Source: an optimization exercise on an open RTL-to-GDS flow (aim: small area, a short achievable clock period and few clock cycles per item). Production flows keep margins and buffers that such runs may drop. Only simulation tests tie the RTL to the original design; equivalence was not proved. Power figures rest on the tool's default switching activity, not on a simulated workload.

==> flow/design.v, too long to show whole: its modules and the start of the top module <==
// module qmva_csr: 51 lines
// module qmva_ctrl: 127 lines
// module qmva_dp: 164 lines
// module qmva_csa: 635 lines
// module qmva_step: 152 lines
// module quantized_matvec_accumulator: 67 lines
module quantized_matvec_accumulator (
   input  logic                             clock,
   input  logic                             reset,
   input  logic                             req_valid,
   output logic                             req_ready,
   input  logic signed [15:0]               req_activation,
   input  logic [15:0]                      req_weight_word,
   input  logic signed [15:0]               req_weight_scale,
   output logic                             rsp_valid,
   input  logic                             rsp_ready,
   output logic signed [31:0]               rsp_dot_result,
   output logic [19:0]                      rsp_result_index,
   output logic [12:0]                      rsp_weight_row,
   output logic                             rsp_saturated,
   output logic                             rsp_job_done,
   input  logic                             csr_we,
   input  logic [2:0]                       csr_index,
   input  logic [12:0]                      csr_wdata
);
  // ...
==> flow/run.sh <==
#!/bin/bash
# synth_recipe.tcl (not shown) runs the flow's synth.tcl, then flattens the netlist and writes it again
# the make line also repeats each setting of config.mk as NAME=value (left out here)
make -C /OpenROAD-flow-scripts/flow DESIGN_CONFIG=/design/flow/config.mk WORK_HOME=/design/flow/orfs CLKGATE_MAP_FILE= SYNTH_SCRIPT=/design/flow/synth_recipe.tcl finish
==> flow/config.mk <==
export PLATFORM = sky130hd
export DESIGN_NAME = quantized_matvec_accumulator
export DESIGN_NICKNAME = quantized_matvec_accumulator
export VERILOG_FILES = /design/flow/design.v
export SDC_FILE = /design/flow/constraint.sdc
export NUM_CORES = 4
export LEC_CHECK = 0
export CAP_MARGIN = 20
export CORE_MARGIN = 2
export CORE_UTILIZATION = 40
export SLEW_MARGIN = 20
==> flow/constraint.sdc <==
create_clock -name core_clock -period 11.5 [get_ports {clock}]
set_input_delay 2.3000 -clock core_clock [delete_from_list [all_inputs] [get_ports {clock}]]
set_output_delay 2.3000 -clock core_clock [all_outputs]
set_load 0.01 [all_outputs]
==> run notes, run 1 <==
- The summed negative setup slack over all endpoints is 0 ps.
- The worst path meets setup with 6852 ps of slack.
- The power in combinational cells is 0.00375 W.
- The vertical extent of the die is 261.6 um.
- The tightest min-delay check is of the reg -> reg type.
- The critical path's slowest cell is sky130_fd_sc_hd__a2111oi_0.
- Counting the buffers created by CTS gives 42.
- Entering global routing, the biggest net connects 93 pins.
- The floorplan step defined a die boundary enclosing 68410 um2.
- The number of antenna violations at the first check in global routing is 0.
- The cell area reported after detailed placement is 28130 um2.
- The finished cells cover 29530 um2.
- After detailed routing, the number of vias per cell comes to 5.398.
- The routed design uses 5385 um of met3 wire.
- In this run switching power makes up 42.21% of total power.
- The post-synthesis cell type count is 87.
- The area share of the leading cell type in the synthesized netlist is 20.37%.
- In the layout the commonest cells are 306 x sky130_fd_sc_hd__inv_1, 265 x sky130_fd_sc_hd__dfxtp_1, 189 x sky130_fd_sc_hd__a21oi_1, 174 x sky130_fd_sc_hd__ha_1, 172 x sky130_fd_sc_hd__fa_1.
- The weighted congestion reported at the end of routability-driven placement is 0.9079.
- Tracing the worst setup path back leads to its startpoint at u_dp.cnt_ff[0].
- The total wire length after detailed routing is 69980 um.
- At the later pin of the worst-skew pair, clock insertion delay measures 600 ps.
- The count of nets left with antenna violations once routing finished came out at 0.
- Walking the worst path, the cells encountered are inv_1 -> ha_1 -> nor3b_2 -> buf_4 -> nand2_1 -> o21a_1 -> ha_1 -> inv_1 -> fa_1 -> inv_1 -> ha_1 -> a21oi_1 -> o21bai_1 -> a21oi_1 -> o21ai_0 -> o21ai_1 -> a2111oi_0 -> nor3_1 -> xnor2_1.
- The number of H-tree levels is 2.
- Clock-pin slew was measured on the worst setup and hold paths at 60 ps.
- After synthesis the netlist holds a flip-flop and latch count of 351.
- The signed area change from the synthesized netlist to the final layout is 11.30%.
- The worst-case vdd ir drop is 105.5 uV.
- For this configuration, the core starts out at a cell density of 40.36%.
- The clock tree from TritonCTS is built.
- For this run, the number of standard cells in the final layout without fillers is 3815.
- The floorplan step set the die width to 261.6 um.
- The synthesized area per cell is 9.053 um2.
- For the sequential group, total power comes out at 0.00180 W.
- The total overflow left after global routing is 0.
- The tree is rooted in a sky130_fd_sc_hd__clkbuf_16.
- The flow ran to the end and the layout has no timing, DRC or antenna violations.
Testbench counts, summed over its fixed seeds: cycles 27,508, elements 25,630.
==> module qmva_dp, before the edit <==
module qmva_dp (
   input  logic                           clock,
   input  logic                           reset,
   input  qmva_pkg::cfg_type              cfg,
   input  logic                           fire,
   input  logic                           last,
   input  logic [1:0]                     elem_lo,
   input  logic signed [15:0]             activation,
   input  logic [15:0]                    weight_word,
   input  logic signed [15:0]             weight_scale,
   output logic                           rsp_xfer,
   output logic                           rsp_valid,
   input  logic                           rsp_ready,
   output logic signed [31:0]             rsp_dot_result,
   output logic                           rsp_saturated
);
   localparam int AW = qmva_pkg::ACC_W;
   localparam int HW = qmva_pkg::HI_W;
   logic [15:0]          act_ff;
   logic [7:0]           one_ff, two_ff, neg_ff;
   logic                 clr1_ff, last1_ff, first_ff;
   logic [AW-1:0]        s_ff, c_ff;
   logic                 last2_ff;
   logic signed [AW-1:0] x_ff;
   logic signed [15:0]   m_ff;
   logic signed [HW-1:0] h_ff;
   logic [3:0]           cnt_ff;
   logic                 run_ff, fin_ff, valid_ff, sat_ff;
   logic signed [15:0] wval;
   logic [3:0]         nib;
   logic [1:0]         crumb;
   always_comb begin
      nib = elem_lo[0] ? weight_word[7:4] : weight_word[3:0];
      case (elem_lo)
         2'd0:    crumb = weight_word[1:0];
         2'd1:    crumb = weight_word[3:2];
         2'd2:    crumb = weight_word[5:4];
         default: crumb = weight_word[7:6];
      endcase
      case (cfg.fmt)
         2'd0:    wval = $signed(weight_word);
         2'd1:    wval = $signed({{8{weight_word[7]}}, weight_word[7:0]});
         2'd2:    wval = $signed({12'b0, nib}) - 16'sd8;
         default: wval = $signed({14'b0, crumb}) - 16'sd2;
      endcase
   end
   logic [7:0] one_in, two_in, neg_in;
   logic [16:0] wext;
   assign wext = {wval, 1'b0};
   always_comb begin
      for (int i = 0; i < 8; i++) begin
         one_in[i] = wext[2*i+1] ^ wext[2*i];
         two_in[i] = (wext[2*i+2] & ~wext[2*i+1] & ~wext[2*i])
                   | (~wext[2*i+2] & wext[2*i+1] & wext[2*i]);
         neg_in[i] = wext[2*i+2] & ~(wext[2*i+1] & wext[2*i]);
      end
   end
   logic signed [15:0] m_in;
   always_comb begin
      if (cfg.fmt == 2'd0)
         m_in = 16'sd1;
      else if (cfg.scales_present)
         m_in = weight_scale;
      else
         m_in = 16'sd4096;
   end
   logic [AW-1:0] s_sum, c_sum;
   qmva_csa u_csa (
      .a     (act_ff),
      .one   (one_ff),
      .two   (two_ff),
      .neg   (neg_ff),
      .s_in  (clr1_ff ? AW'(0) : s_ff),
      .c_in  (clr1_ff ? AW'(0) : c_ff),
      .s_out (s_sum),
      .c_out (c_sum)
   );
   function automatic logic [2:0] bdec(input logic [2:0] d);    
      bdec[0] = d[1] ^ d[0];
      bdec[1] = (d[2] & ~d[1] & ~d[0]) | (~d[2] & d[1] & d[0]);
      bdec[2] = d[2] & ~(d[1] & d[0]);
   endfunction
   logic [AW-1:0]        xsum;
   logic [2:0]           bca_ff, bcb_ff;
   logic signed [HW-1:0] hop;
   logic                 rneg;
   logic [HW+3:0]        ts, tc;
   logic signed [HW+3:0] t;
   assign xsum = s_ff + c_ff;
   assign rneg = x_ff[AW-1] ^ m_ff[15];
   assign hop  = (cnt_ff == 4'd0) ? HW'({~rneg, {11{rneg}}}) : h_ff;
   qmva_step u_step (
      .h     (hop),
      .m     (m_ff),
      .one   ({bcb_ff[0], bca_ff[0]}),
      .two   ({bcb_ff[1], bca_ff[1]}),
      .neg   ({bcb_ff[2], bca_ff[2]}),
      .s_out (ts),
      .c_out (tc)
   );
   assign t = ts + tc;
   logic inrange;
   assign inrange = ({h_ff, x_ff[AW-1]} == '0) || ({h_ff, x_ff[AW-1]} == '1);
   always_ff @(posedge clock) begin
      if (reset) begin
         first_ff <= 1'b1;
         clr1_ff  <= 1'b0;
         last1_ff <= 1'b0;
         last2_ff <= 1'b0;
         run_ff   <= 1'b0;
         fin_ff   <= 1'b0;
         valid_ff <= 1'b0;
         cnt_ff   <= '0;
      end else begin
         if (fire)
            first_ff <= last;
         clr1_ff  <= fire && first_ff;
         last1_ff <= fire && last;
         last2_ff <= last1_ff;
         if (last2_ff) begin
            run_ff <= 1'b1;
            cnt_ff <= '0;
         end else if (run_ff) begin
            cnt_ff <= cnt_ff + 1'b1;
            if (cnt_ff == 4'd10)
               run_ff <= 1'b0;
         end
         fin_ff <= run_ff && (cnt_ff == 4'd10);
         if (fin_ff)
            valid_ff <= 1'b1;
         else if (rsp_ready)
            valid_ff <= 1'b0;
      end
   end
   always_ff @(posedge clock) begin
      act_ff <= activation;
      one_ff <= fire ? one_in : 8'd0;
      two_ff <= fire ? two_in : 8'd0;
      neg_ff <= fire ? neg_in : 8'd0;
      s_ff   <= s_sum;
      c_ff   <= c_sum;
      if (last2_ff) begin
         x_ff   <= xsum;
         bca_ff <= bdec({xsum[1:0], 1'b0});
         bcb_ff <= bdec(xsum[3:1]);
      end else if (run_ff) begin
         x_ff   <= {t[3:0], x_ff[AW-1:4]};
         bca_ff <= bdec(x_ff[5:3]);
         bcb_ff <= bdec(x_ff[7:5]);
      end else if (fin_ff && !inrange) begin
         x_ff[AW-1:12] <= h_ff[HW-1] ? 32'h80000000 : 32'h7fffffff;
      end
      if (run_ff)
         h_ff <= t[HW+3:4];
      if (fin_ff)
         sat_ff <= !inrange;
      if (fire && last)
         m_ff <= m_in;
   end
   assign rsp_xfer         = valid_ff && rsp_ready;
   assign rsp_valid        = valid_ff;
   assign rsp_dot_result   = x_ff[AW-1:12];
   assign rsp_saturated    = sat_ff;
endmodule
==> run 2, diff against run 1 <==
--- a/flow/design.v
+++ b/flow/design.v
@@ -238,6 +238,6 @@
       case (cfg.fmt)
-         2'd0:    wval = $signed(weight_word);
-         2'd1:    wval = $signed({{8{weight_word[7]}}, weight_word[7:0]});
-         2'd2:    wval = $signed({12'b0, nib}) - 16'sd8;
-         default: wval = $signed({14'b0, crumb}) - 16'sd2;
+         2'd0:    wval = weight_word;
+         2'd1:    wval = {{8{weight_word[7]}}, weight_word[7:0]};
+         2'd2:    wval = {{13{~nib[3]}}, nib[2:0]};
+         default: wval = {{15{~crumb[1]}}, crumb[0]};
       endcase
@@ -282,4 +282,3 @@
    logic [2:0]           bca_ff, bcb_ff;
-   logic signed [HW-1:0] hop;
-   logic                 rneg;
+   logic                 rneg, step0_ff;
    logic [HW+3:0]        ts, tc;
@@ -288,5 +287,5 @@
    assign rneg = x_ff[AW-1] ^ m_ff[15];
-   assign hop  = (cnt_ff == 4'd0) ? HW'({~rneg, {11{rneg}}}) : h_ff;
    qmva_step u_step (
-      .h     (hop),
+      .h     (h_ff),
+      .k0    (step0_ff && !rneg),
       .m     (m_ff),
@@ -350,3 +349,6 @@
       end
-      if (run_ff)
+      step0_ff <= last2_ff;
+      if (last2_ff)
+         h_ff <= HW'(12'h7ff);
+      else if (run_ff)
          h_ff <= t[HW+3:4];
@@ -508,152 +510,152 @@
    wire pp7_16 = ~(((one[7] | two[7]) & a[15]) ^ neg[7]);
-   wire ts0 = pp0_12 ^ pp1_10;
-   wire tc0 = pp0_12 & pp1_10;
-   wire ts1 = pp0_13 ^ pp1_11;
-   wire tc1 = pp0_13 & pp1_11;
-   wire ts2 = pp0_14 ^ pp1_12 ^ pp2_10;
-   wire tc2 = (pp0_14 & pp1_12) | (pp0_14 & pp2_10) | (pp1_12 & pp2_10);
-   wire ts3 = pp3_8 ^ pp4_6;
-   wire tc3 = pp3_8 & pp4_6;
-   wire ts4 = pp0_15 ^ pp1_13 ^ pp2_11;
-   wire tc4 = (pp0_15 & pp1_13) | (pp0_15 & pp2_11) | (pp1_13 & pp2_11);
-   wire ts5 = pp3_9 ^ pp4_7;
-   wire tc5 = pp3_9 & pp4_7;
-   wire ts6 = pp0_16 ^ pp1_14 ^ pp2_12;
-   wire tc6 = (pp0_16 & pp1_14) | (pp0_16 & pp2_12) | (pp1_14 & pp2_12);
-   wire ts7 = pp3_10 ^ pp4_8 ^ pp5_6;
-   wire tc7 = (pp3_10 & pp4_8) | (pp3_10 & pp5_6) | (pp4_8 & pp5_6);
-   wire ts8 = pp1_15 ^ pp2_13 ^ pp3_11;
-   wire tc8 = (pp1_15 & pp2_13) | (pp1_15 & pp3_11) | (pp2_13 & pp3_11);
-   wire ts9 = pp4_9 ^ pp5_7;
-   wire tc9 = pp4_9 & pp5_7;
-   wire ts10 = pp1_16 ^ pp2_14 ^ pp3_12;
-   wire tc10 = (pp1_16 & pp2_14) | (pp1_16 & pp3_12) | (pp2_14 & pp3_12);
-   wire ts11 = pp2_15 ^ pp3_13;
-   wire tc11 = pp2_15 & pp3_13;
-   wire ts12 = pp0_6 ^ pp1_4;
-   wire tc12 = pp0_6 & pp1_4;
-   wire ts13 = pp0_7 ^ pp1_5;
-   wire tc13 = pp0_7 & pp1_5;
-   wire ts14 = pp0_8 ^ pp1_6 ^ pp2_4;
-   wire tc14 = (pp0_8 & pp1_6) | (pp0_8 & pp2_4) | (pp1_6 & pp2_4);
-   wire ts15 = pp3_2 ^ pp4_0;
-   wire tc15 = pp3_2 & pp4_0;
-   wire ts16 = pp0_9 ^ pp1_7 ^ pp2_5;
-   wire tc16 = (pp0_9 & pp1_7) | (pp0_9 & pp2_5) | (pp1_7 & pp2_5);
-   wire ts17 = pp3_3 ^ pp4_1;
-   wire tc17 = pp3_3 & pp4_1;
-   wire ts18 = pp0_10 ^ pp1_8 ^ pp2_6;
-   wire tc18 = (pp0_10 & pp1_8) | (pp0_10 & pp2_6) | (pp1_8 & pp2_6);
-   wire ts19 = pp3_4 ^ pp4_2 ^ pp5_0;
-   wire tc19 = (pp3_4 & pp4_2) | (pp3_4 & pp5_0) | (pp4_2 & pp5_0);
-   wire ts20 = neg[5] ^ s_in[10];
-   wire tc20 = neg[5] & s_in[10];
-   wire ts21 = pp0_11 ^ pp1_9 ^ pp2_7;
-   wire tc21 = (pp0_11 & pp1_9) | (pp0_11 & pp2_7) | (pp1_9 & pp2_7);
-   wire ts22 = pp3_5 ^ pp4_3 ^ pp5_1;
-   wire tc22 = (pp3_5 & pp4_3) | (pp3_5 & pp5_1) | (pp4_3 & pp5_1);
-   wire ts23 = s_in[11] ^ c_in[11];
-   wire tc23 = s_in[11] & c_in[11];
-   wire ts24 = pp2_8 ^ pp3_6 ^ pp4_4;
-   wire tc24 = (pp2_8 & pp3_6) | (pp2_8 & pp4_4) | (pp3_6 & pp4_4);
-   wire ts25 = pp5_2 ^ pp6_0 ^ neg[6];
-   wire tc25 = (pp5_2 & pp6_0) | (pp5_2 & neg[6]) | (pp6_0 & neg[6]);
-   wire ts26 = s_in[12] ^ c_in[12] ^ ts0;
-   wire tc26 = (s_in[12] & c_in[12]) | (s_in[12] & ts0) | (c_in[12] & ts0);
-   wire ts27 = pp2_9 ^ pp3_7 ^ pp4_5;
-   wire tc27 = (pp2_9 & pp3_7) | (pp2_9 & pp4_5) | (pp3_7 & pp4_5);
-   wire ts28 = pp5_3 ^ pp6_1 ^ s_in[13];
-   wire tc28 = (pp5_3 & pp6_1) | (pp5_3 & s_in[13]) | (pp6_1 & s_in[13]);
-   wire ts29 = c_in[13] ^ ts1 ^ tc0;
-   wire tc29 = (c_in[13] & ts1) | (c_in[13] & tc0) | (ts1 & tc0);
-   wire ts30 = pp5_4 ^ pp6_2 ^ pp7_0;
-   wire tc30 = (pp5_4 & pp6_2) | (pp5_4 & pp7_0) | (pp6_2 & pp7_0);
-   wire ts31 = neg[7] ^ s_in[14] ^ c_in[14];
-   wire tc31 = (neg[7] & s_in[14]) | (neg[7] & c_in[14]) | (s_in[14] & c_in[14]);
+   wire ts0 = s_in[12] ^ c_in[12];
+   wire tc0 = s_in[12] & c_in[12];
+   wire ts1 = s_in[13] ^ c_in[13];
+   wire tc1 = s_in[13] & c_in[13];
+   wire ts2 = s_in[14] ^ c_in[14] ^ neg[7];
+   wire tc2 = (s_in[14] & c_in[14]) | (s_in[14] & neg[7]) | (c_in[14] & neg[7]);
+   wire ts3 = pp0_14 ^ pp1_12;
+   wire tc3 = pp0_14 & pp1_12;
+   wire ts4 = s_in[15] ^ c_in[15] ^ pp0_15;
+   wire tc4 = (s_in[15] & c_in[15]) | (s_in[15] & pp0_15) | (c_in[15] & pp0_15);
+   wire ts5 = pp1_13 ^ pp2_11;
+   wire tc5 = pp1_13 & pp2_11;
+   wire ts6 = s_in[16] ^ c_in[16] ^ 1'b1;
+   wire tc6 = (s_in[16] & c_in[16]) | (s_in[16] & 1'b1) | (c_in[16] & 1'b1);
+   wire ts7 = pp0_16 ^ pp1_14 ^ pp2_12;
+   wire tc7 = (pp0_16 & pp1_14) | (pp0_16 & pp2_12) | (pp1_14 & pp2_12);
+   wire ts8 = s_in[17] ^ c_in[17] ^ 1'b1;
+   wire tc8 = (s_in[17] & c_in[17]) | (s_in[17] & 1'b1) | (c_in[17] & 1'b1);
+   wire ts9 = pp1_15 ^ pp2_13;
+   wire tc9 = pp1_15 & pp2_13;
+   wire ts10 = s_in[18] ^ c_in[18] ^ pp1_16;
+   wire tc10 = (s_in[18] & c_in[18]) | (s_in[18] & pp1_16) | (c_in[18] & pp1_16);
+   wire ts11 = s_in[19] ^ c_in[19];
+   wire tc11 = s_in[19] & c_in[19];
+   wire ts12 = s_in[6] ^ c_in[6];
+   wire tc12 = s_in[6] & c_in[6];
+   wire ts13 = s_in[7] ^ c_in[7];
+   wire tc13 = s_in[7] & c_in[7];
+   wire ts14 = s_in[8] ^ c_in[8] ^ neg[4];
+   wire tc14 = (s_in[8] & c_in[8]) | (s_in[8] & neg[4]) | (c_in[8] & neg[4]);
+   wire ts15 = pp0_8 ^ pp1_6;
+   wire tc15 = pp0_8 & pp1_6;
+   wire ts16 = s_in[9] ^ c_in[9] ^ pp0_9;
+   wire tc16 = (s_in[9] & c_in[9]) | (s_in[9] & pp0_9) | (c_in[9] & pp0_9);
+   wire ts17 = pp1_7 ^ pp2_5;
+   wire tc17 = pp1_7 & pp2_5;
+   wire ts18 = s_in[10] ^ c_in[10] ^ neg[5];
+   wire tc18 = (s_in[10] & c_in[10]) | (s_in[10] & neg[5]) | (c_in[10] & neg[5]);
+   wire ts19 = pp0_10 ^ pp1_8 ^ pp2_6;
+   wire tc19 = (pp0_10 & pp1_8) | (pp0_10 & pp2_6) | (pp1_8 & pp2_6);
+   wire ts20 = pp3_4 ^ pp4_2;
+   wire tc20 = pp3_4 & pp4_2;
+   wire ts21 = s_in[11] ^ c_in[11] ^ pp0_11;
+   wire tc21 = (s_in[11] & c_in[11]) | (s_in[11] & pp0_11) | (c_in[11] & pp0_11);
+   wire ts22 = pp1_9 ^ pp2_7 ^ pp3_5;
+   wire tc22 = (pp1_9 & pp2_7) | (pp1_9 & pp3_5) | (pp2_7 & pp3_5);
+   wire ts23 = pp4_3 ^ pp5_1;
+   wire tc23 = pp4_3 & pp5_1;
+   wire ts24 = neg[6] ^ pp0_12 ^ pp1_10;
+   wire tc24 = (neg[6] & pp0_12) | (neg[6] & pp1_10) | (pp0_12 & pp1_10);
+   wire ts25 = pp2_8 ^ pp3_6 ^ pp4_4;
+   wire tc25 = (pp2_8 & pp3_6) | (pp2_8 & pp4_4) | (pp3_6 & pp4_4);
+   wire ts26 = pp5_2 ^ pp6_0 ^ ts0;
+   wire tc26 = (pp5_2 & pp6_0) | (pp5_2 & ts0) | (pp6_0 & ts0);
+   wire ts27 = pp0_13 ^ pp1_11 ^ pp2_9;
+   wire tc27 = (pp0_13 & pp1_11) | (pp0_13 & pp2_9) | (pp1_11 & pp2_9);
+   wire ts28 = pp3_7 ^ pp4_5 ^ pp5_3;
+   wire tc28 = (pp3_7 & pp4_5) | (pp3_7 & pp5_3) | (pp4_5 & pp5_3);
+   wire ts29 = pp6_1 ^ ts1 ^ tc0;
+   wire tc29 = (pp6_1 & ts1) | (pp6_1 & tc0) | (ts1 & tc0);
+   wire ts30 = pp2_10 ^ pp3_8 ^ pp4_6;
+   wire tc30 = (pp2_10 & pp3_8) | (pp2_10 & pp4_6) | (pp3_8 & pp4_6);
+   wire ts31 = pp5_4 ^ pp6_2 ^ pp7_0;
+   wire tc31 = (pp5_4 & pp6_2) | (pp5_4 & pp7_0) | (pp6_2 & pp7_0);
    wire ts32 = ts2 ^ ts3 ^ tc1;
    wire tc32 = (ts2 & ts3) | (ts2 & tc1) | (ts3 & tc1);
-   wire ts33 = pp5_5 ^ pp6_3 ^ pp7_1;
-   wire tc33 = (pp5_5 & pp6_3) | (pp5_5 & pp7_1) | (pp6_3 & pp7_1);
-   wire ts34 = s_in[15] ^ c_in[15] ^ ts4;
-   wire tc34 = (s_in[15] & c_in[15]) | (s_in[15] & ts4) | (c_in[15] & ts4);
+   wire ts33 = pp3_9 ^ pp4_7 ^ pp5_5;
+   wire tc33 = (pp3_9 & pp4_7) | (pp3_9 & pp5_5) | (pp4_7 & pp5_5);
+   wire ts34 = pp6_3 ^ pp7_1 ^ ts4;
+   wire tc34 = (pp6_3 & pp7_1) | (pp6_3 & ts4) | (pp7_1 & ts4);
    wire ts35 = ts5 ^ tc2 ^ tc3;
    wire tc35 = (ts5 & tc2) | (ts5 & tc3) | (tc2 & tc3);
-   wire ts36 = pp6_4 ^ pp7_2 ^ 1'b1;
-   wire tc36 = (pp6_4 & pp7_2) | (pp6_4 & 1'b1) | (pp7_2 & 1'b1);
-   wire ts37 = s_in[16] ^ c_in[16] ^ ts6;
-   wire tc37 = (s_in[16] & c_in[16]) | (s_in[16] & ts6) | (c_in[16] & ts6);
+   wire ts36 = pp3_10 ^ pp4_8 ^ pp5_6;
+   wire tc36 = (pp3_10 & pp4_8) | (pp3_10 & pp5_6) | (pp4_8 & pp5_6);
+   wire ts37 = pp6_4 ^ pp7_2 ^ ts6;
+   wire tc37 = (pp6_4 & pp7_2) | (pp6_4 & ts6) | (pp7_2 & ts6);
    wire ts38 = ts7 ^ tc4 ^ tc5;
    wire tc38 = (ts7 & tc4) | (ts7 & tc5) | (tc4 & tc5);
-   wire ts39 = pp6_5 ^ pp7_3 ^ 1'b1;
-   wire tc39 = (pp6_5 & pp7_3) | (pp6_5 & 1'b1) | (pp7_3 & 1'b1);
-   wire ts40 = s_in[17] ^ c_in[17] ^ ts8;
-   wire tc40 = (s_in[17] & c_in[17]) | (s_in[17] & ts8) | (c_in[17] & ts8);
+   wire ts39 = pp3_11 ^ pp4_9 ^ pp5_7;
+   wire tc39 = (pp3_11 & pp4_9) | (pp3_11 & pp5_7) | (pp4_9 & pp5_7);
+   wire ts40 = pp6_5 ^ pp7_3 ^ ts8;
+   wire tc40 = (pp6_5 & pp7_3) | (pp6_5 & ts8) | (pp7_3 & ts8);
    wire ts41 = ts9 ^ tc6 ^ tc7;
    wire tc41 = (ts9 & tc6) | (ts9 & tc7) | (tc6 & tc7);
-   wire ts42 = pp4_10 ^ pp5_8 ^ pp6_6;
-   wire tc42 = (pp4_10 & pp5_8) | (pp4_10 & pp6_6) | (pp5_8 & pp6_6);
-   wire ts43 = pp7_4 ^ s_in[18] ^ c_in[18];
-   wire tc43 = (pp7_4 & s_in[18]) | (pp7_4 & c_in[18]) | (s_in[18] & c_in[18]);
+   wire ts42 = pp2_14 ^ pp3_12 ^ pp4_10;
+   wire tc42 = (pp2_14 & pp3_12) | (pp2_14 & pp4_10) | (pp3_12 & pp4_10);
+   wire ts43 = pp5_8 ^ pp6_6 ^ pp7_4;
+   wire tc43 = (pp5_8 & pp6_6) | (pp5_8 & pp7_4) | (pp6_6 & pp7_4);
    wire ts44 = ts10 ^ tc8 ^ tc9;
    wire tc44 = (ts10 & tc8) | (ts10 & tc9) | (tc8 & tc9);
-   wire ts45 = pp4_11 ^ pp5_9 ^ pp6_7;
-   wire tc45 = (pp4_11 & pp5_9) | (pp4_11 & pp6_7) | (pp5_9 & pp6_7);
-   wire ts46 = pp7_5 ^ 1'b1 ^ s_in[19];
-   wire tc46 = (pp7_5 & 1'b1) | (pp7_5 & s_in[19]) | (1'b1 & s_in[19]);
-   wire ts47 = c_in[19] ^ ts11 ^ tc10;
-   wire tc47 = (c_in[19] & ts11) | (c_in[19] & tc10) | (ts11 & tc10);
-   wire ts48 = pp2_16 ^ pp3_14 ^ pp4_12;
-   wire tc48 = (pp2_16 & pp3_14) | (pp2_16 & pp4_12) | (pp3_14 & pp4_12);
-   wire ts49 = pp5_10 ^ pp6_8 ^ pp7_6;
-   wire tc49 = (pp5_10 & pp6_8) | (pp5_10 & pp7_6) | (pp6_8 & pp7_6);
-   wire ts50 = s_in[20] ^ c_in[20] ^ tc11;
-   wire tc50 = (s_in[20] & c_in[20]) | (s_in[20] & tc11) | (c_in[20] & tc11);
-   wire ts51 = pp3_15 ^ pp4_13 ^ pp5_11;
-   wire tc51 = (pp3_15 & pp4_13) | (pp3_15 & pp5_11) | (pp4_13 & pp5_11);
-   wire ts52 = pp6_9 ^ pp7_7 ^ 1'b1;
-   wire tc52 = (pp6_9 & pp7_7) | (pp6_9 & 1'b1) | (pp7_7 & 1'b1);
-   wire ts53 = s_in[21] ^ c_in[21];
-   wire tc53 = s_in[21] & c_in[21];
-   wire ts54 = pp3_16 ^ pp4_14 ^ pp5_12;
-   wire tc54 = (pp3_16 & pp4_14) | (pp3_16 & pp5_12) | (pp4_14 & pp5_12);
-   wire ts55 = pp6_10 ^ pp7_8 ^ s_in[22];
-   wire tc55 = (pp6_10 & pp7_8) | (pp6_10 & s_in[22]) | (pp7_8 & s_in[22]);
-   wire ts56 = pp4_15 ^ pp5_13 ^ pp6_11;
-   wire tc56 = (pp4_15 & pp5_13) | (pp4_15 & pp6_11) | (pp5_13 & pp6_11);
-   wire ts57 = pp7_9 ^ 1'b1;
-   wire tc57 = pp7_9 & 1'b1;
-   wire ts58 = pp4_16 ^ pp5_14 ^ pp6_12;
-   wire tc58 = (pp4_16 & pp5_14) | (pp4_16 & pp6_12) | (pp5_14 & pp6_12);
-   wire ts59 = pp5_15 ^ pp6_13;
-   wire tc59 = pp5_15 & pp6_13;
-   wire ts60 = pp0_2 ^ pp1_0;
-   wire tc60 = pp0_2 & pp1_0;
-   wire ts61 = pp0_3 ^ pp1_1;
-   wire tc61 = pp0_3 & pp1_1;
-   wire ts62 = pp0_4 ^ pp1_2 ^ pp2_0;
-   wire tc62 = (pp0_4 & pp1_2) | (pp0_4 & pp2_0) | (pp1_2 & pp2_0);
-   wire ts63 = neg[2] ^ s_in[4];
-   wire tc63 = neg[2] & s_in[4];
-   wire ts64 = pp0_5 ^ pp1_3 ^ pp2_1;
-   wire tc64 = (pp0_5 & pp1_3) | (pp0_5 & pp2_1) | (pp1_3 & pp2_1);
-   wire ts65 = s_in[5] ^ c_in[5];
-   wire tc65 = s_in[5] & c_in[5];
-   wire ts66 = pp2_2 ^ pp3_0 ^ neg[3];
-   wire tc66 = (pp2_2 & pp3_0) | (pp2_2 & neg[3]) | (pp3_0 & neg[3]);
-   wire ts67 = s_in[6] ^ c_in[6] ^ ts12;
-   wire tc67 = (s_in[6] & c_in[6]) | (s_in[6] & ts12) | (c_in[6] & ts12);
-   wire ts68 = pp2_3 ^ pp3_1 ^ s_in[7];
-   wire tc68 = (pp2_3 & pp3_1) | (pp2_3 & s_in[7]) | (pp3_1 & s_in[7]);
-   wire ts69 = c_in[7] ^ ts13 ^ tc12;
-   wire tc69 = (c_in[7] & ts13) | (c_in[7] & tc12) | (ts13 & tc12);
-   wire ts70 = neg[4] ^ s_in[8] ^ c_in[8];
-   wire tc70 = (neg[4] & s_in[8]) | (neg[4] & c_in[8]) | (s_in[8] & c_in[8]);
+   wire ts45 = 1'b1 ^ pp2_15 ^ pp3_13;
+   wire tc45 = (1'b1 & pp2_15) | (1'b1 & pp3_13) | (pp2_15 & pp3_13);
+   wire ts46 = pp4_11 ^ pp5_9 ^ pp6_7;
+   wire tc46 = (pp4_11 & pp5_9) | (pp4_11 & pp6_7) | (pp5_9 & pp6_7);
+   wire ts47 = pp7_5 ^ ts11 ^ tc10;
+   wire tc47 = (pp7_5 & ts11) | (pp7_5 & tc10) | (ts11 & tc10);
+   wire ts48 = s_in[20] ^ c_in[20] ^ pp2_16;
+   wire tc48 = (s_in[20] & c_in[20]) | (s_in[20] & pp2_16) | (c_in[20] & pp2_16);
+   wire ts49 = pp3_14 ^ pp4_12 ^ pp5_10;
+   wire tc49 = (pp3_14 & pp4_12) | (pp3_14 & pp5_10) | (pp4_12 & pp5_10);
+   wire ts50 = pp6_8 ^ pp7_6 ^ tc11;
+   wire tc50 = (pp6_8 & pp7_6) | (pp6_8 & tc11) | (pp7_6 & tc11);
+   wire ts51 = s_in[21] ^ c_in[21] ^ 1'b1;
+   wire tc51 = (s_in[21] & c_in[21]) | (s_in[21] & 1'b1) | (c_in[21] & 1'b1);
+   wire ts52 = pp3_15 ^ pp4_13 ^ pp5_11;
+   wire tc52 = (pp3_15 & pp4_13) | (pp3_15 & pp5_11) | (pp4_13 & pp5_11);
+   wire ts53 = pp6_9 ^ pp7_7;
+   wire tc53 = pp6_9 & pp7_7;
+   wire ts54 = s_in[22] ^ c_in[22] ^ pp3_16;
+   wire tc54 = (s_in[22] & c_in[22]) | (s_in[22] & pp3_16) | (c_in[22] & pp3_16);
+   wire ts55 = pp4_14 ^ pp5_12 ^ pp6_10;
+   wire tc55 = (pp4_14 & pp5_12) | (pp4_14 & pp6_10) | (pp5_12 & pp6_10);
+   wire ts56 = s_in[23] ^ c_in[23] ^ 1'b1;
+   wire tc56 = (s_in[23] & c_in[23]) | (s_in[23] & 1'b1) | (c_in[23] & 1'b1);
+   wire ts57 = pp4_15 ^ pp5_13;
+   wire tc57 = pp4_15 & pp5_13;
+   wire ts58 = s_in[24] ^ c_in[24] ^ pp4_16;
+   wire tc58 = (s_in[24] & c_in[24]) | (s_in[24] & pp4_16) | (c_in[24] & pp4_16);
+   wire ts59 = s_in[25] ^ c_in[25];
+   wire tc59 = s_in[25] & c_in[25];
+   wire ts60 = s_in[2] ^ c_in[2];
+   wire tc60 = s_in[2] & c_in[2];
+   wire ts61 = s_in[3] ^ c_in[3];
+   wire tc61 = s_in[3] & c_in[3];
+   wire ts62 = s_in[4] ^ c_in[4] ^ neg[2];
+   wire tc62 = (s_in[4] & c_in[4]) | (s_in[4] & neg[2]) | (c_in[4] & neg[2]);
+   wire ts63 = pp0_4 ^ pp1_2;
+   wire tc63 = pp0_4 & pp1_2;
+   wire ts64 = s_in[5] ^ c_in[5] ^ pp0_5;
+   wire tc64 = (s_in[5] & c_in[5]) | (s_in[5] & pp0_5) | (c_in[5] & pp0_5);
+   wire ts65 = pp1_3 ^ pp2_1;
+   wire tc65 = pp1_3 & pp2_1;
+   wire ts66 = neg[3] ^ pp0_6 ^ pp1_4;
+   wire tc66 = (neg[3] & pp0_6) | (neg[3] & pp1_4) | (pp0_6 & pp1_4);
+   wire ts67 = pp2_2 ^ pp3_0 ^ ts12;
+   wire tc67 = (pp2_2 & pp3_0) | (pp2_2 & ts12) | (pp3_0 & ts12);
+   wire ts68 = pp0_7 ^ pp1_5 ^ pp2_3;
+   wire tc68 = (pp0_7 & pp1_5) | (pp0_7 & pp2_3) | (pp1_5 & pp2_3);
+   wire ts69 = pp3_1 ^ ts13 ^ tc12;
+   wire tc69 = (pp3_1 & ts13) | (pp3_1 & tc12) | (ts13 & tc12);
+   wire ts70 = pp2_4 ^ pp3_2 ^ pp4_0;
+   wire tc70 = (pp2_4 & pp3_2) | (pp2_4 & pp4_0) | (pp3_2 & pp4_0);
    wire ts71 = ts14 ^ ts15 ^ tc13;
    wire tc71 = (ts14 & ts15) | (ts14 & tc13) | (ts15 & tc13);
-   wire ts72 = s_in[9] ^ c_in[9] ^ ts16;
-   wire tc72 = (s_in[9] & c_in[9]) | (s_in[9] & ts16) | (c_in[9] & ts16);
+   wire ts72 = pp3_3 ^ pp4_1 ^ ts16;
+   wire tc72 = (pp3_3 & pp4_1) | (pp3_3 & ts16) | (pp4_1 & ts16);
    wire ts73 = ts17 ^ tc14 ^ tc15;
    wire tc73 = (ts17 & tc14) | (ts17 & tc15) | (tc14 & tc15);
-   wire ts74 = c_in[10] ^ ts18 ^ ts19;
-   wire tc74 = (c_in[10] & ts18) | (c_in[10] & ts19) | (ts18 & ts19);
+   wire ts74 = pp5_0 ^ ts18 ^ ts19;
+   wire tc74 = (pp5_0 & ts18) | (pp5_0 & ts19) | (ts18 & ts19);
    wire ts75 = ts20 ^ tc16 ^ tc17;
@@ -704,40 +706,40 @@
    wire tc97 = (tc48 & tc49) | (tc48 & tc50) | (tc49 & tc50);
-   wire ts98 = c_in[22] ^ ts54 ^ ts55;
-   wire tc98 = (c_in[22] & ts54) | (c_in[22] & ts55) | (ts54 & ts55);
+   wire ts98 = pp7_8 ^ ts54 ^ ts55;
+   wire tc98 = (pp7_8 & ts54) | (pp7_8 & ts55) | (ts54 & ts55);
    wire ts99 = tc51 ^ tc52 ^ tc53;
    wire tc99 = (tc51 & tc52) | (tc51 & tc53) | (tc52 & tc53);
-   wire ts100 = s_in[23] ^ c_in[23] ^ ts56;
-   wire tc100 = (s_in[23] & c_in[23]) | (s_in[23] & ts56) | (c_in[23] & ts56);
+   wire ts100 = pp6_11 ^ pp7_9 ^ ts56;
+   wire tc100 = (pp6_11 & pp7_9) | (pp6_11 & ts56) | (pp7_9 & ts56);
    wire ts101 = ts57 ^ tc54 ^ tc55;
    wire tc101 = (ts57 & tc54) | (ts57 & tc55) | (tc54 & tc55);
-   wire ts102 = pp7_10 ^ s_in[24] ^ c_in[24];
-   wire tc102 = (pp7_10 & s_in[24]) | (pp7_10 & c_in[24]) | (s_in[24] & c_in[24]);
+   wire ts102 = pp5_14 ^ pp6_12 ^ pp7_10;
+   wire tc102 = (pp5_14 & pp6_12) | (pp5_14 & pp7_10) | (pp6_12 & pp7_10);
    wire ts103 = ts58 ^ tc56 ^ tc57;
    wire tc103 = (ts58 & tc56) | (ts58 & tc57) | (tc56 & tc57);
-   wire ts104 = pp7_11 ^ 1'b1 ^ s_in[25];
-   wire tc104 = (pp7_11 & 1'b1) | (pp7_11 & s_in[25]) | (1'b1 & s_in[25]);
-   wire ts105 = c_in[25] ^ ts59 ^ tc58;
-   wire tc105 = (c_in[25] & ts59) | (c_in[25] & tc58) | (ts59 & tc58);
-   wire ts106 = pp5_16 ^ pp6_14 ^ pp7_12;
-   wire tc106 = (pp5_16 & pp6_14) | (pp5_16 & pp7_12) | (pp6_14 & pp7_12);
-   wire ts107 = s_in[26] ^ c_in[26] ^ tc59;
-   wire tc107 = (s_in[26] & c_in[26]) | (s_in[26] & tc59) | (c_in[26] & tc59);
-   wire ts108 = pp6_15 ^ pp7_13 ^ 1'b1;
-   wire tc108 = (pp6_15 & pp7_13) | (pp6_15 & 1'b1) | (pp7_13 & 1'b1);
-   wire ts109 = s_in[27] ^ c_in[27];
-   wire tc109 = s_in[27] & c_in[27];
-   wire ts110 = pp6_16 ^ pp7_14 ^ s_in[28];
-   wire tc110 = (pp6_16 & pp7_14) | (pp6_16 & s_in[28]) | (pp7_14 & s_in[28]);
-   wire ts111 = pp7_15 ^ 1'b1;
-   wire tc111 = pp7_15 & 1'b1;
-   wire ts112 = pp0_0 ^ neg[0];
-   wire tc112 = pp0_0 & neg[0];
-   wire ts113 = pp0_1 ^ s_in[1];
-   wire tc113 = pp0_1 & s_in[1];
-   wire ts114 = neg[1] ^ s_in[2] ^ c_in[2];
-   wire tc114 = (neg[1] & s_in[2]) | (neg[1] & c_in[2]) | (s_in[2] & c_in[2]);
-   wire ts115 = s_in[3] ^ c_in[3] ^ ts61;
-   wire tc115 = (s_in[3] & c_in[3]) | (s_in[3] & ts61) | (c_in[3] & ts61);
-   wire ts116 = c_in[4] ^ ts62 ^ ts63;
-   wire tc116 = (c_in[4] & ts62) | (c_in[4] & ts63) | (ts62 & ts63);
+   wire ts104 = 1'b1 ^ pp5_15 ^ pp6_13;
+   wire tc104 = (1'b1 & pp5_15) | (1'b1 & pp6_13) | (pp5_15 & pp6_13);
+   wire ts105 = pp7_11 ^ ts59 ^ tc58;
+   wire tc105 = (pp7_11 & ts59) | (pp7_11 & tc58) | (ts59 & tc58);
+   wire ts106 = s_in[26] ^ c_in[26] ^ pp5_16;
+   wire tc106 = (s_in[26] & c_in[26]) | (s_in[26] & pp5_16) | (c_in[26] & pp5_16);
+   wire ts107 = pp6_14 ^ pp7_12 ^ tc59;
+   wire tc107 = (pp6_14 & pp7_12) | (pp6_14 & tc59) | (pp7_12 & tc59);
+   wire ts108 = s_in[27] ^ c_in[27] ^ 1'b1;
+   wire tc108 = (s_in[27] & c_in[27]) | (s_in[27] & 1'b1) | (c_in[27] & 1'b1);
+   wire ts109 = pp6_15 ^ pp7_13;
+   wire tc109 = pp6_15 & pp7_13;
+   wire ts110 = s_in[28] ^ c_in[28] ^ pp6_16;
+   wire tc110 = (s_in[28] & c_in[28]) | (s_in[28] & pp6_16) | (c_in[28] & pp6_16);
+   wire ts111 = s_in[29] ^ c_in[29];
+   wire tc111 = s_in[29] & c_in[29];
+   wire ts112 = s_in[0] ^ c_in[0];
+   wire tc112 = s_in[0] & c_in[0];
+   wire ts113 = s_in[1] ^ c_in[1];
+   wire tc113 = s_in[1] & c_in[1];
+   wire ts114 = neg[1] ^ pp0_2 ^ pp1_0;
+   wire tc114 = (neg[1] & pp0_2) | (neg[1] & pp1_0) | (pp0_2 & pp1_0);
+   wire ts115 = pp0_3 ^ pp1_1 ^ ts61;
+   wire tc115 = (pp0_3 & pp1_1) | (pp0_3 & ts61) | (pp1_1 & ts61);
+   wire ts116 = pp2_0 ^ ts62 ^ ts63;
+   wire tc116 = (pp2_0 & ts62) | (pp2_0 & ts63) | (ts62 & ts63);
    wire ts117 = ts64 ^ ts65 ^ tc62;
@@ -788,38 +790,38 @@
    wire tc139 = (ts108 & ts109) | (ts108 & tc106) | (ts109 & tc106);
-   wire ts140 = c_in[28] ^ ts110 ^ tc108;
-   wire tc140 = (c_in[28] & ts110) | (c_in[28] & tc108) | (ts110 & tc108);
-   wire ts141 = s_in[29] ^ c_in[29] ^ ts111;
-   wire tc141 = (s_in[29] & c_in[29]) | (s_in[29] & ts111) | (c_in[29] & ts111);
-   wire ts142 = pp7_16 ^ s_in[30] ^ c_in[30];
-   wire tc142 = (pp7_16 & s_in[30]) | (pp7_16 & c_in[30]) | (s_in[30] & c_in[30]);
-   wire ts143 = 1'b1 ^ s_in[31];
-   wire tc143 = 1'b1 & s_in[31];
-   wire ts144 = 1'b1 ^ s_in[32];
-   wire tc144 = 1'b1 & s_in[32];
-   wire ts145 = 1'b1 ^ s_in[33];
-   wire tc145 = 1'b1 & s_in[33];
-   wire ts146 = 1'b1 ^ s_in[34];
-   wire tc146 = 1'b1 & s_in[34];
-   wire ts147 = 1'b1 ^ s_in[35];
-   wire tc147 = 1'b1 & s_in[35];
-   wire ts148 = 1'b1 ^ s_in[36];
-   wire tc148 = 1'b1 & s_in[36];
-   wire ts149 = 1'b1 ^ s_in[37];
-   wire tc149 = 1'b1 & s_in[37];
-   wire ts150 = 1'b1 ^ s_in[38];
-   wire tc150 = 1'b1 & s_in[38];
-   wire ts151 = 1'b1 ^ s_in[39];
-   wire tc151 = 1'b1 & s_in[39];
-   wire ts152 = 1'b1 ^ s_in[40];
-   wire tc152 = 1'b1 & s_in[40];
-   wire ts153 = 1'b1 ^ s_in[41];
-   wire tc153 = 1'b1 & s_in[41];
-   wire ts154 = 1'b1 ^ s_in[42];
-   wire tc154 = 1'b1 & s_in[42];
-   wire ts155 = 1'b1 ^ s_in[43];
-   wire tc155 = 1'b1 & s_in[43];
-   wire ts156 = s_in[0] ^ c_in[0];
-   wire tc156 = s_in[0] & c_in[0];
-   wire ts157 = c_in[1] ^ ts113 ^ tc112;
-   wire tc157 = (c_in[1] & ts113) | (c_in[1] & tc112) | (ts113 & tc112);
+   wire ts140 = pp7_14 ^ ts110 ^ tc108;
+   wire tc140 = (pp7_14 & ts110) | (pp7_14 & tc108) | (ts110 & tc108);
+   wire ts141 = 1'b1 ^ pp7_15 ^ ts111;
+   wire tc141 = (1'b1 & pp7_15) | (1'b1 & ts111) | (pp7_15 & ts111);
+   wire ts142 = s_in[30] ^ c_in[30] ^ pp7_16;
+   wire tc142 = (s_in[30] & c_in[30]) | (s_in[30] & pp7_16) | (c_in[30] & pp7_16);
+   wire ts143 = s_in[31] ^ c_in[31];
+   wire tc143 = s_in[31] & c_in[31];
+   wire ts144 = s_in[32] ^ c_in[32];
+   wire tc144 = s_in[32] & c_in[32];
+   wire ts145 = s_in[33] ^ c_in[33];
+   wire tc145 = s_in[33] & c_in[33];
+   wire ts146 = s_in[34] ^ c_in[34];
+   wire tc146 = s_in[34] & c_in[34];
+   wire ts147 = s_in[35] ^ c_in[35];
+   wire tc147 = s_in[35] & c_in[35];
+   wire ts148 = s_in[36] ^ c_in[36];
+   wire tc148 = s_in[36] & c_in[36];
+   wire ts149 = s_in[37] ^ c_in[37];
+   wire tc149 = s_in[37] & c_in[37];
+   wire ts150 = s_in[38] ^ c_in[38];
+   wire tc150 = s_in[38] & c_in[38];
+   wire ts151 = s_in[39] ^ c_in[39];
+   wire tc151 = s_in[39] & c_in[39];
+   wire ts152 = s_in[40] ^ c_in[40];
+   wire tc152 = s_in[40] & c_in[40];
+   wire ts153 = s_in[41] ^ c_in[41];
+   wire tc153 = s_in[41] & c_in[41];
+   wire ts154 = s_in[42] ^ c_in[42];
+   wire tc154 = s_in[42] & c_in[42];
+   wire ts155 = s_in[43] ^ c_in[43];
+   wire tc155 = s_in[43] & c_in[43];
+   wire ts156 = neg[0] ^ pp0_0;
+   wire tc156 = neg[0] & pp0_0;
+   wire ts157 = pp0_1 ^ ts113 ^ tc112;
+   wire tc157 = (pp0_1 & ts113) | (pp0_1 & tc112) | (ts113 & tc112);
    wire ts158 = ts60 ^ ts114 ^ tc113;
@@ -882,28 +884,28 @@
    wire tc186 = (tc111 & ts142) | (tc111 & tc141) | (ts142 & tc141);
-   wire ts187 = c_in[31] ^ ts143 ^ tc142;
-   wire tc187 = (c_in[31] & ts143) | (c_in[31] & tc142) | (ts143 & tc142);
-   wire ts188 = c_in[32] ^ ts144 ^ tc143;
-   wire tc188 = (c_in[32] & ts144) | (c_in[32] & tc143) | (ts144 & tc143);
-   wire ts189 = c_in[33] ^ ts145 ^ tc144;
-   wire tc189 = (c_in[33] & ts145) | (c_in[33] & tc144) | (ts145 & tc144);
-   wire ts190 = c_in[34] ^ ts146 ^ tc145;
-   wire tc190 = (c_in[34] & ts146) | (c_in[34] & tc145) | (ts146 & tc145);
-   wire ts191 = c_in[35] ^ ts147 ^ tc146;
-   wire tc191 = (c_in[35] & ts147) | (c_in[35] & tc146) | (ts147 & tc146);
-   wire ts192 = c_in[36] ^ ts148 ^ tc147;
-   wire tc192 = (c_in[36] & ts148) | (c_in[36] & tc147) | (ts148 & tc147);
-   wire ts193 = c_in[37] ^ ts149 ^ tc148;
-   wire tc193 = (c_in[37] & ts149) | (c_in[37] & tc148) | (ts149 & tc148);
-   wire ts194 = c_in[38] ^ ts150 ^ tc149;
-   wire tc194 = (c_in[38] & ts150) | (c_in[38] & tc149) | (ts150 & tc149);
-   wire ts195 = c_in[39] ^ ts151 ^ tc150;
-   wire tc195 = (c_in[39] & ts151) | (c_in[39] & tc150) | (ts151 & tc150);
-   wire ts196 = c_in[40] ^ ts152 ^ tc151;
-   wire tc196 = (c_in[40] & ts152) | (c_in[40] & tc151) | (ts152 & tc151);
-   wire ts197 = c_in[41] ^ ts153 ^ tc152;
-   wire tc197 = (c_in[41] & ts153) | (c_in[41] & tc152) | (ts153 & tc152);
-   wire ts198 = c_in[42] ^ ts154 ^ tc153;
-   wire tc198 = (c_in[42] & ts154) | (c_in[42] & tc153) | (ts154 & tc153);
-   wire ts199 = c_in[43] ^ ts155 ^ tc154;
-   wire tc199 = (c_in[43] & ts155) | (c_in[43] & tc154) | (ts155 & tc154);
+   wire ts187 = 1'b1 ^ ts143 ^ tc142;
+   wire tc187 = (1'b1 & ts143) | (1'b1 & tc142) | (ts143 & tc142);
+   wire ts188 = 1'b1 ^ ts144 ^ tc143;
+   wire tc188 = (1'b1 & ts144) | (1'b1 & tc143) | (ts144 & tc143);
+   wire ts189 = 1'b1 ^ ts145 ^ tc144;
+   wire tc189 = (1'b1 & ts145) | (1'b1 & tc144) | (ts145 & tc144);
+   wire ts190 = 1'b1 ^ ts146 ^ tc145;
+   wire tc190 = (1'b1 & ts146) | (1'b1 & tc145) | (ts146 & tc145);
+   wire ts191 = 1'b1 ^ ts147 ^ tc146;
+   wire tc191 = (1'b1 & ts147) | (1'b1 & tc146) | (ts147 & tc146);
+   wire ts192 = 1'b1 ^ ts148 ^ tc147;
+   wire tc192 = (1'b1 & ts148) | (1'b1 & tc147) | (ts148 & tc147);
+   wire ts193 = 1'b1 ^ ts149 ^ tc148;
+   wire tc193 = (1'b1 & ts149) | (1'b1 & tc148) | (ts149 & tc148);
+   wire ts194 = 1'b1 ^ ts150 ^ tc149;
+   wire tc194 = (1'b1 & ts150) | (1'b1 & tc149) | (ts150 & tc149);
+   wire ts195 = 1'b1 ^ ts151 ^ tc150;
+   wire tc195 = (1'b1 & ts151) | (1'b1 & tc150) | (ts151 & tc150);
+   wire ts196 = 1'b1 ^ ts152 ^ tc151;
+   wire tc196 = (1'b1 & ts152) | (1'b1 & tc151) | (ts152 & tc151);
+   wire ts197 = 1'b1 ^ ts153 ^ tc152;
+   wire tc197 = (1'b1 & ts153) | (1'b1 & tc152) | (ts153 & tc152);
+   wire ts198 = 1'b1 ^ ts154 ^ tc153;
+   wire tc198 = (1'b1 & ts154) | (1'b1 & tc153) | (ts154 & tc153);
+   wire ts199 = 1'b1 ^ ts155 ^ tc154;
+   wire tc199 = (1'b1 & ts155) | (1'b1 & tc154) | (ts155 & tc154);
    assign s_out[0] = ts112;
@@ -999,2 +1001,3 @@
    input  logic [16:0] h,
+   input  logic        k0,
    input  logic [15:0] m,
@@ -1040,106 +1043,108 @@
    wire pb_16 = ~(((one[1] | two[1]) & m[15]) ^ neg[1]);
-   wire us0 = h[2] ^ pa_2;
-   wire uc0 = h[2] & pa_2;
-   wire us1 = h[3] ^ pa_3;
-   wire uc1 = h[3] & pa_3;
-   wire us2 = h[4] ^ pa_4;
-   wire uc2 = h[4] & pa_4;
-   wire us3 = h[5] ^ pa_5;
-   wire uc3 = h[5] & pa_5;
-   wire us4 = h[6] ^ pa_6;
-   wire uc4 = h[6] & pa_6;
-   wire us5 = h[7] ^ pa_7;
-   wire uc5 = h[7] & pa_7;
-   wire us6 = h[8] ^ pa_8;
-   wire uc6 = h[8] & pa_8;
-   wire us7 = h[9] ^ pa_9;
-   wire uc7 = h[9] & pa_9;
-   wire us8 = h[10] ^ pa_10;
-   wire uc8 = h[10] & pa_10;
-   wire us9 = h[11] ^ pa_11;
-   wire uc9 = h[11] & pa_11;
-   wire us10 = h[12] ^ pa_12;
-   wire uc10 = h[12] & pa_12;
-   wire us11 = h[13] ^ pa_13;
-   wire uc11 = h[13] & pa_13;
-   wire us12 = h[14] ^ pa_14;
-   wire uc12 = h[14] & pa_14;
-   wire us13 = h[15] ^ pa_15;
-   wire uc13 = h[15] & pa_15;
-   wire us14 = ~h[16] ^ pa_16;
-   wire uc14 = ~h[16] & pa_16;
-   wire us15 = h[0] ^ pa_0;
-   wire uc15 = h[0] & pa_0;
-   wire us16 = h[1] ^ pa_1;
-   wire uc16 = h[1] & pa_1;
-   wire us17 = pb_0 ^ neg[1] ^ us0;
-   wire uc17 = (pb_0 & neg[1]) | (pb_0 & us0) | (neg[1] & us0);
-   wire us18 = pb_1 ^ us1 ^ uc0;
-   wire uc18 = (pb_1 & us1) | (pb_1 & uc0) | (us1 & uc0);
-   wire us19 = pb_2 ^ us2 ^ uc1;
-   wire uc19 = (pb_2 & us2) | (pb_2 & uc1) | (us2 & uc1);
-   wire us20 = pb_3 ^ us3 ^ uc2;
-   wire uc20 = (pb_3 & us3) | (pb_3 & uc2) | (us3 & uc2);
-   wire us21 = pb_4 ^ us4 ^ uc3;
-   wire uc21 = (pb_4 & us4) | (pb_4 & uc3) | (us4 & uc3);
-   wire us22 = pb_5 ^ us5 ^ uc4;
-   wire uc22 = (pb_5 & us5) | (pb_5 & uc4) | (us5 & uc4);
-   wire us23 = pb_6 ^ us6 ^ uc5;
-   wire uc23 = (pb_6 & us6) | (pb_6 & uc5) | (us6 & uc5);
-   wire us24 = pb_7 ^ us7 ^ uc6;
-   wire uc24 = (pb_7 & us7) | (pb_7 & uc6) | (us7 & uc6);
-   wire us25 = pb_8 ^ us8 ^ uc7;
-   wire uc25 = (pb_8 & us8) | (pb_8 & uc7) | (us8 & uc7);
-   wire us26 = pb_9 ^ us9 ^ uc8;
-   wire uc26 = (pb_9 & us9) | (pb_9 & uc8) | (us9 & uc8);
-   wire us27 = pb_10 ^ us10 ^ uc9;
-   wire uc27 = (pb_10 & us10) | (pb_10 & uc9) | (us10 & uc9);
-   wire us28 = pb_11 ^ us11 ^ uc10;
-   wire uc28 = (pb_11 & us11) | (pb_11 & uc10) | (us11 & uc10);
-   wire us29 = pb_12 ^ us12 ^ uc11;
-   wire uc29 = (pb_12 & us12) | (pb_12 & uc11) | (us12 & uc11);
-   wire us30 = pb_13 ^ us13 ^ uc12;
-   wire uc30 = (pb_13 & us13) | (pb_13 & uc12) | (us13 & uc12);
-   wire us31 = pb_14 ^ us14 ^ uc13;
-   wire uc31 = (pb_14 & us14) | (pb_14 & uc13) | (us14 & uc13);
-   wire us32 = pb_15 ^ 1'b1 ^ uc14;
-   wire uc32 = (pb_15 & 1'b1) | (pb_15 & uc14) | (1'b1 & uc14);
-   assign s_out[0] = neg[0];
-   assign c_out[0] = us15;
-   assign s_out[1] = us16;
-   assign c_out[1] = uc15;
-   assign s_out[2] = us17;
-   assign c_out[2] = uc16;
-   assign s_out[3] = us18;
-   assign c_out[3] = uc17;
-   assign s_out[4] = us19;
-   assign c_out[4] = uc18;
-   assign s_out[5] = us20;
-   assign c_out[5] = uc19;
-   assign s_out[6] = us21;
-   assign c_out[6] = uc20;
-   assign s_out[7] = us22;
-   assign c_out[7] = uc21;
-   assign s_out[8] = us23;
-   assign c_out[8] = uc22;
-   assign s_out[9] = us24;
-   assign c_out[9] = uc23;
-   assign s_out[10] = us25;
-   assign c_out[10] = uc24;
-   assign s_out[11] = us26;
-   assign c_out[11] = uc25;
-   assign s_out[12] = us27;
-   assign c_out[12] = uc26;
-   assign s_out[13] = us28;
-   assign c_out[13] = uc27;
-   assign s_out[14] = us29;
-   assign c_out[14] = uc28;
-   assign s_out[15] = us30;
-   assign c_out[15] = uc29;
-   assign s_out[16] = us31;
-   assign c_out[16] = uc30;
-   assign s_out[17] = us32;
-   assign c_out[17] = uc31;
+   wire us0 = h[0] ^ k0;
+   wire uc0 = h[0] & k0;
+   wire us1 = h[2] ^ neg[1];
+   wire uc1 = h[2] & neg[1];
+   wire us2 = h[3] ^ pa_3;
+   wire uc2 = h[3] & pa_3;
+   wire us3 = h[4] ^ pa_4;
+   wire uc3 = h[4] & pa_4;
+   wire us4 = h[5] ^ pa_5;
+   wire uc4 = h[5] & pa_5;
+   wire us5 = h[6] ^ pa_6;
+   wire uc5 = h[6] & pa_6;
+   wire us6 = h[7] ^ pa_7;
+   wire uc6 = h[7] & pa_7;
+   wire us7 = h[8] ^ pa_8;
+   wire uc7 = h[8] & pa_8;
+   wire us8 = h[9] ^ pa_9;
+   wire uc8 = h[9] & pa_9;
+   wire us9 = h[10] ^ pa_10;
+   wire uc9 = h[10] & pa_10;
+   wire us10 = h[11] ^ pa_11;
+   wire uc10 = h[11] & pa_11;
+   wire us11 = h[12] ^ pa_12;
+   wire uc11 = h[12] & pa_12;
+   wire us12 = h[13] ^ pa_13;
+   wire uc12 = h[13] & pa_13;
+   wire us13 = h[14] ^ pa_14;
+   wire uc13 = h[14] & pa_14;
+   wire us14 = h[15] ^ pa_15;
+   wire uc14 = h[15] & pa_15;
+   wire us15 = ~h[16] ^ pa_16;
+   wire uc15 = ~h[16] & pa_16;
+   wire us16 = neg[0] ^ pa_0;
+   wire uc16 = neg[0] & pa_0;
+   wire us17 = h[1] ^ pa_1 ^ uc0;
+   wire uc17 = (h[1] & pa_1) | (h[1] & uc0) | (pa_1 & uc0);
+   wire us18 = pa_2 ^ pb_0 ^ us1;
+   wire uc18 = (pa_2 & pb_0) | (pa_2 & us1) | (pb_0 & us1);
+   wire us19 = pb_1 ^ us2 ^ uc1;
+   wire uc19 = (pb_1 & us2) | (pb_1 & uc1) | (us2 & uc1);
+   wire us20 = pb_2 ^ us3 ^ uc2;
+   wire uc20 = (pb_2 & us3) | (pb_2 & uc2) | (us3 & uc2);
+   wire us21 = pb_3 ^ us4 ^ uc3;
+   wire uc21 = (pb_3 & us4) | (pb_3 & uc3) | (us4 & uc3);
+   wire us22 = pb_4 ^ us5 ^ uc4;
+   wire uc22 = (pb_4 & us5) | (pb_4 & uc4) | (us5 & uc4);
+   wire us23 = pb_5 ^ us6 ^ uc5;
+   wire uc23 = (pb_5 & us6) | (pb_5 & uc5) | (us6 & uc5);
+   wire us24 = pb_6 ^ us7 ^ uc6;
+   wire uc24 = (pb_6 & us7) | (pb_6 & uc6) | (us7 & uc6);
+   wire us25 = pb_7 ^ us8 ^ uc7;
+   wire uc25 = (pb_7 & us8) | (pb_7 & uc7) | (us8 & uc7);
+   wire us26 = pb_8 ^ us9 ^ uc8;
+   wire uc26 = (pb_8 & us9) | (pb_8 & uc8) | (us9 & uc8);
+   wire us27 = pb_9 ^ us10 ^ uc9;
+   wire uc27 = (pb_9 & us10) | (pb_9 & uc9) | (us10 & uc9);
+   wire us28 = pb_10 ^ us11 ^ uc10;
+   wire uc28 = (pb_10 & us11) | (pb_10 & uc10) | (us11 & uc10);
+   wire us29 = pb_11 ^ us12 ^ uc11;
+   wire uc29 = (pb_11 & us12) | (pb_11 & uc11) | (us12 & uc11);
+   wire us30 = pb_12 ^ us13 ^ uc12;
+   wire uc30 = (pb_12 & us13) | (pb_12 & uc12) | (us13 & uc12);
+   wire us31 = pb_13 ^ us14 ^ uc13;
+   wire uc31 = (pb_13 & us14) | (pb_13 & uc13) | (us14 & uc13);
+   wire us32 = pb_14 ^ us15 ^ uc14;
+   wire uc32 = (pb_14 & us15) | (pb_14 & uc14) | (us15 & uc14);
+   wire us33 = 1'b1 ^ pb_15 ^ uc15;
+   wire uc33 = (1'b1 & pb_15) | (1'b1 & uc15) | (pb_15 & uc15);
+   assign s_out[0] = us0;
+   assign c_out[0] = us16;
+   assign s_out[1] = us17;
+   assign c_out[1] = uc16;
+   assign s_out[2] = us18;
+   assign c_out[2] = uc17;
+   assign s_out[3] = us19;
+   assign c_out[3] = uc18;
+   assign s_out[4] = us20;
+   assign c_out[4] = uc19;
+   assign s_out[5] = us21;
+   assign c_out[5] = uc20;
+   assign s_out[6] = us22;
+   assign c_out[6] = uc21;
+   assign s_out[7] = us23;
+   assign c_out[7] = uc22;
+   assign s_out[8] = us24;
+   assign c_out[8] = uc23;
+   assign s_out[9] = us25;
+   assign c_out[9] = uc24;
+   assign s_out[10] = us26;
+   assign c_out[10] = uc25;
+   assign s_out[11] = us27;
+   assign c_out[11] = uc26;
+   assign s_out[12] = us28;
+   assign c_out[12] = uc27;
+   assign s_out[13] = us29;
+   assign c_out[13] = uc28;
+   assign s_out[14] = us30;
+   assign c_out[14] = uc29;
+   assign s_out[15] = us31;
+   assign c_out[15] = uc30;
+   assign s_out[16] = us32;
+   assign c_out[16] = uc31;
+   assign s_out[17] = us33;
+   assign c_out[17] = uc32;
    assign s_out[18] = pb_16;
-   assign c_out[18] = uc32;
+   assign c_out[18] = uc33;
    assign s_out[19] = 1'b1;
==> run notes, run 2 <==
- The vertical extent of the die is 261.1 um (-0.19%).
- The clock tree from TritonCTS is built.
- The routed layout has 21075 vias.
- Across the run, the number of max-cap violations was 0.
- More flip-flops sit in one register than any other, and that register is u_csr.cfg_ff.
- The detail-routed via count per cell is 5.487 (+1.7%).
- The library cells used most frequently in the layout, excluding fill and tap cells, are 325 x sky130_fd_sc_hd__inv_1, 283 x sky130_fd_sc_hd__dfxtp_1, 200 x sky130_fd_sc_hd__ha_1, 186 x sky130_fd_sc_hd__nor2_1, 186 x sky130_fd_sc_hd__a21oi_1.
- Clock skew on the completed layout was measured at 30.36 ps.
- Synthesis produced a netlist with a net count of 3380.
- After synthesis, the cell types taking the most area are sky130_fd_sc_hd__dfxtp_1 22%, sky130_fd_sc_hd__fa_1 12%, sky130_fd_sc_hd__ha_1 9.5%.
- Synthesis produced 2950 cells.
- The first-pass iteration count of the detailed router is 6.
- The x dimension of the die is 261.1 um (-0.19%).
- The area share of the leading cell type in the synthesized netlist came to 21.81% (+1.4 points).
- The run finished with no timing, DRC or antenna violations.
- The number of nets with antenna violations after routing is 0 (unchanged).
- Dividing the final minimum period by the clock period gives 40.35%.
- The number of H-tree levels is 2 (unchanged).
- The path class of the tightest hold or removal check is reg -> reg.
- The register with the most flip-flops in the layout has 60 of them.
- The share of layout cells above drive strength 1 is 4.803%.
- The root buffer cell is sky130_fd_sc_hd__clkbuf_16.
- In the final layout, the registers with the most flip-flops are u_csr.cfg_ff x60, u_dp.c_ff x44, u_dp.s_ff x44.
- Setup repair after global routing left no endpoint under its margin.
- The number of antenna violations at the first check in global routing is 3 (+3).
- The aggregate global routing overflow was 0 (unchanged).
- The capturing element type of the critical path is a flop.
- The area of the die is 68160 um2 (-0.37%).
- The cell area that synthesis handed to floorplanning was 26430 um2.
- Yosys printed 3 warnings.
- Post-CTS timing repair inserted 0 buffers for setup.
- At the end of the flow, the number of nets in the layout was 3373.
- The synthesized area per cell was 8.961 um2 (-1.0%).
- The leakage component of the power is 12.22 nW.
- Data on the critical path is required at its endpoint by 11930 ps.
- The number of synthesized register bits is 352 (+0.28%).
- The post-synthesis cell type count is 78 (-10%).
- The number of buffers inserted during clock tree synthesis was 43 (+2.4%).
- After detailed routing, the number of remaining DRC violations is 0.
- The final number of max-transition violations is 0.
- The signed area change from the synthesized netlist to the final layout is 11.82%.
- Derived from the worst setup path, the maximum achievable clock frequency is 0.2155 GHz.
- The clock net in this run drives a total of 352 sinks.
- The setup path with the least slack is of type reg -> reg.
- The first global-routing pass estimated 114800 um of wire.
- The startpoint kind of the worst setup timing path is a flop.
- The total wire length after detailed routing is 71750 um (+2.5%).
- The post-route core utilization is 45.04%.
- The library cell used most frequently in the layout, excluding fill and tap cells, is sky130_fd_sc_hd__inv_1.
- The pin count of the biggest net entering global routing is 70 (-25%).
- By count the netlist is led by 325 x sky130_fd_sc_hd__inv_1, 288 x sky130_fd_sc_hd__dfxtp_1, 200 x sky130_fd_sc_hd__ha_1.
- The worst-case vdd ir drop came to 117.5 uV (+11%).
- The count of buffers added on input and output ports is 137.
- The weighted congestion reported at the end of routability-driven placement is 0.9057 (-0.24%).
- The final-report setup violation count is 0.
- The clock latency of the later-clocked register in the worst-skew pair is 600 ps (about the same).
- At the pin with the least slew margin, the transition time is 1064 ps.
- The initial standard-cell utilization of the core is 40.28% (-0.080 points).
- Subtracting the final worst setup slack from the clock period gives 4640 ps.
- sky130_fd_sc_hd__dfxtp_1 takes more of the synthesized area than any other cell.
- The most used flip-flop cell after synthesis is sky130_fd_sc_hd__dfxtp_1.
- The number of enable-type register cells in the synthesized netlist is 64.
- The initialized floorplan defines 94 standard-cell rows.
- Data on the critical path arrives at its endpoint at 5070 ps.
- Of the synthesized area, sequential elements account for 29.08%.
- The final-report hold violation count is 0.
- The summed negative setup slack over all endpoints is 0 ps (unchanged).
- 138 I/O pins were placed.
- The post-CTS clock slew at the launch and capture registers of the worst setup and hold paths is 60 ps (about the same).
- The number of design-rule violations left by the first detailed-router iteration is 1384.
- The core region is 65630 um2.
==> run 2: routing by layer <==
metal / GRT usage, % / wire, um / vias to the layer above
met5: 0 / 41 / -
met4: 6.329 / 1774 / 6
met3: 4.491 / 4994 / 126
met2: 33.43 / 32440 / 662
met1: 28.58 / 32500 / 10271
li1: - / - / 10010
==> run 2: stage by stage <==
step / instance area [um2] / instances / worst slack [ps] / total power, W
2_1_floorplan: 26430 / 2950 / 7169 / 0.005218
3_3_place_gp: 28090 / 3762 / 6580 / 0.006201
3_5_place_dp: 28090 / 3762 / 6516 / 0.006339
4_1_cts: 29550 / 3841 / 6862 / 0.007799
5_1_grt: 29560 / 3841 / 6372 / 0.008586
6_report: 29560 / 3841 / 6860 / 0.007735
==> run 2: final cells by class <==
cell class / count / area [um2]
inverter: 328 / 1231
sequential: 352 / 7696
fill: 6292 / 36070
clock inverter: 23 / 265.3
tap: 864 / 1081
clock buffer: 56 / 1196
multi-input combinational: 2064 / 16590
timing repair buffer: 154 / 1494
==> run 2: path summary, 6_finish.rpt <==
check | start | cells after the start | endpoint | slack [ps]
hold reg to reg | u_dp.last1_ff | 1 | u_dp.last2_ff | 440
setup reg to reg | u_dp.bca_ff[1] | 16 | u_dp.h_ff[14] | 6860
hold / removal | u_dp.last1_ff | 1 | u_dp.last2_ff | 440
setup / recovery | u_dp.bca_ff[1] | 16 | u_dp.h_ff[14] | 6860
==> run 2: cell families after synthesis <==
logic type | after synthesis | synth area share [%]
AND/OR/NAND/NOR | 713 | 13.59
AO/OA/AOI/OAI | 671 | 16.74
buffers and inverters | 534 | 8.189
adder cells (fa/ha/maj) | 361 | 21.66
flip-flops | 352 | 29.08
XOR/XNOR | 295 | 9.774
multiplexers | 24 | 0.9703
==> run 2: worst max-delay path, stage by stage, from the launching register on <==
cell and delay (ps):
sky130_fd_sc_hd__edfxtp_1 710, sky130_fd_sc_hd__a22oi_1 210, sky130_fd_sc_hd__xnor2_1 170, sky130_fd_sc_hd__ha_1 290, sky130_fd_sc_hd__inv_1 50, sky130_fd_sc_hd__fa_1 500, sky130_fd_sc_hd__inv_1 50, sky130_fd_sc_hd__ha_1 350
sky130_fd_sc_hd__o21a_1 210, sky130_fd_sc_hd__a2111oi_0 560, sky130_fd_sc_hd__o31ai_1 260, sky130_fd_sc_hd__o21a_1 250, sky130_fd_sc_hd__nor4_1 310, sky130_fd_sc_hd__o41ai_1 200, sky130_fd_sc_hd__xor2_1 170, sky130_fd_sc_hd__mux2i_1 160
sky130_fd_sc_hd__nor2_1 50
==> run 2: power by group <==
group | switching, W | total [W] | leakage (nW) | internal (W)
Clock | 0.000580 | 0.00141 | 0.723 | 0.000833
Sequential | 0.000246 | 0.00184 | 2.96 | 0.00159
Combinational | 0.00256 | 0.00449 | 8.53 | 0.00193
Total | 0.00338 | 0.00773 | 12.2 | 0.00435
Testbench counts of run 2, summed over its fixed seeds: cycles 27,508, elements 25,630.

Setup slack of run 2, layout unchanged: 6.860 ns with ideal ports, 6.860 ns with driving cells assumed (clock clkbuf_16, inputs buf_2), 6.459 ns with port delays also shifted by the 0.643 ns mid clock arrival.
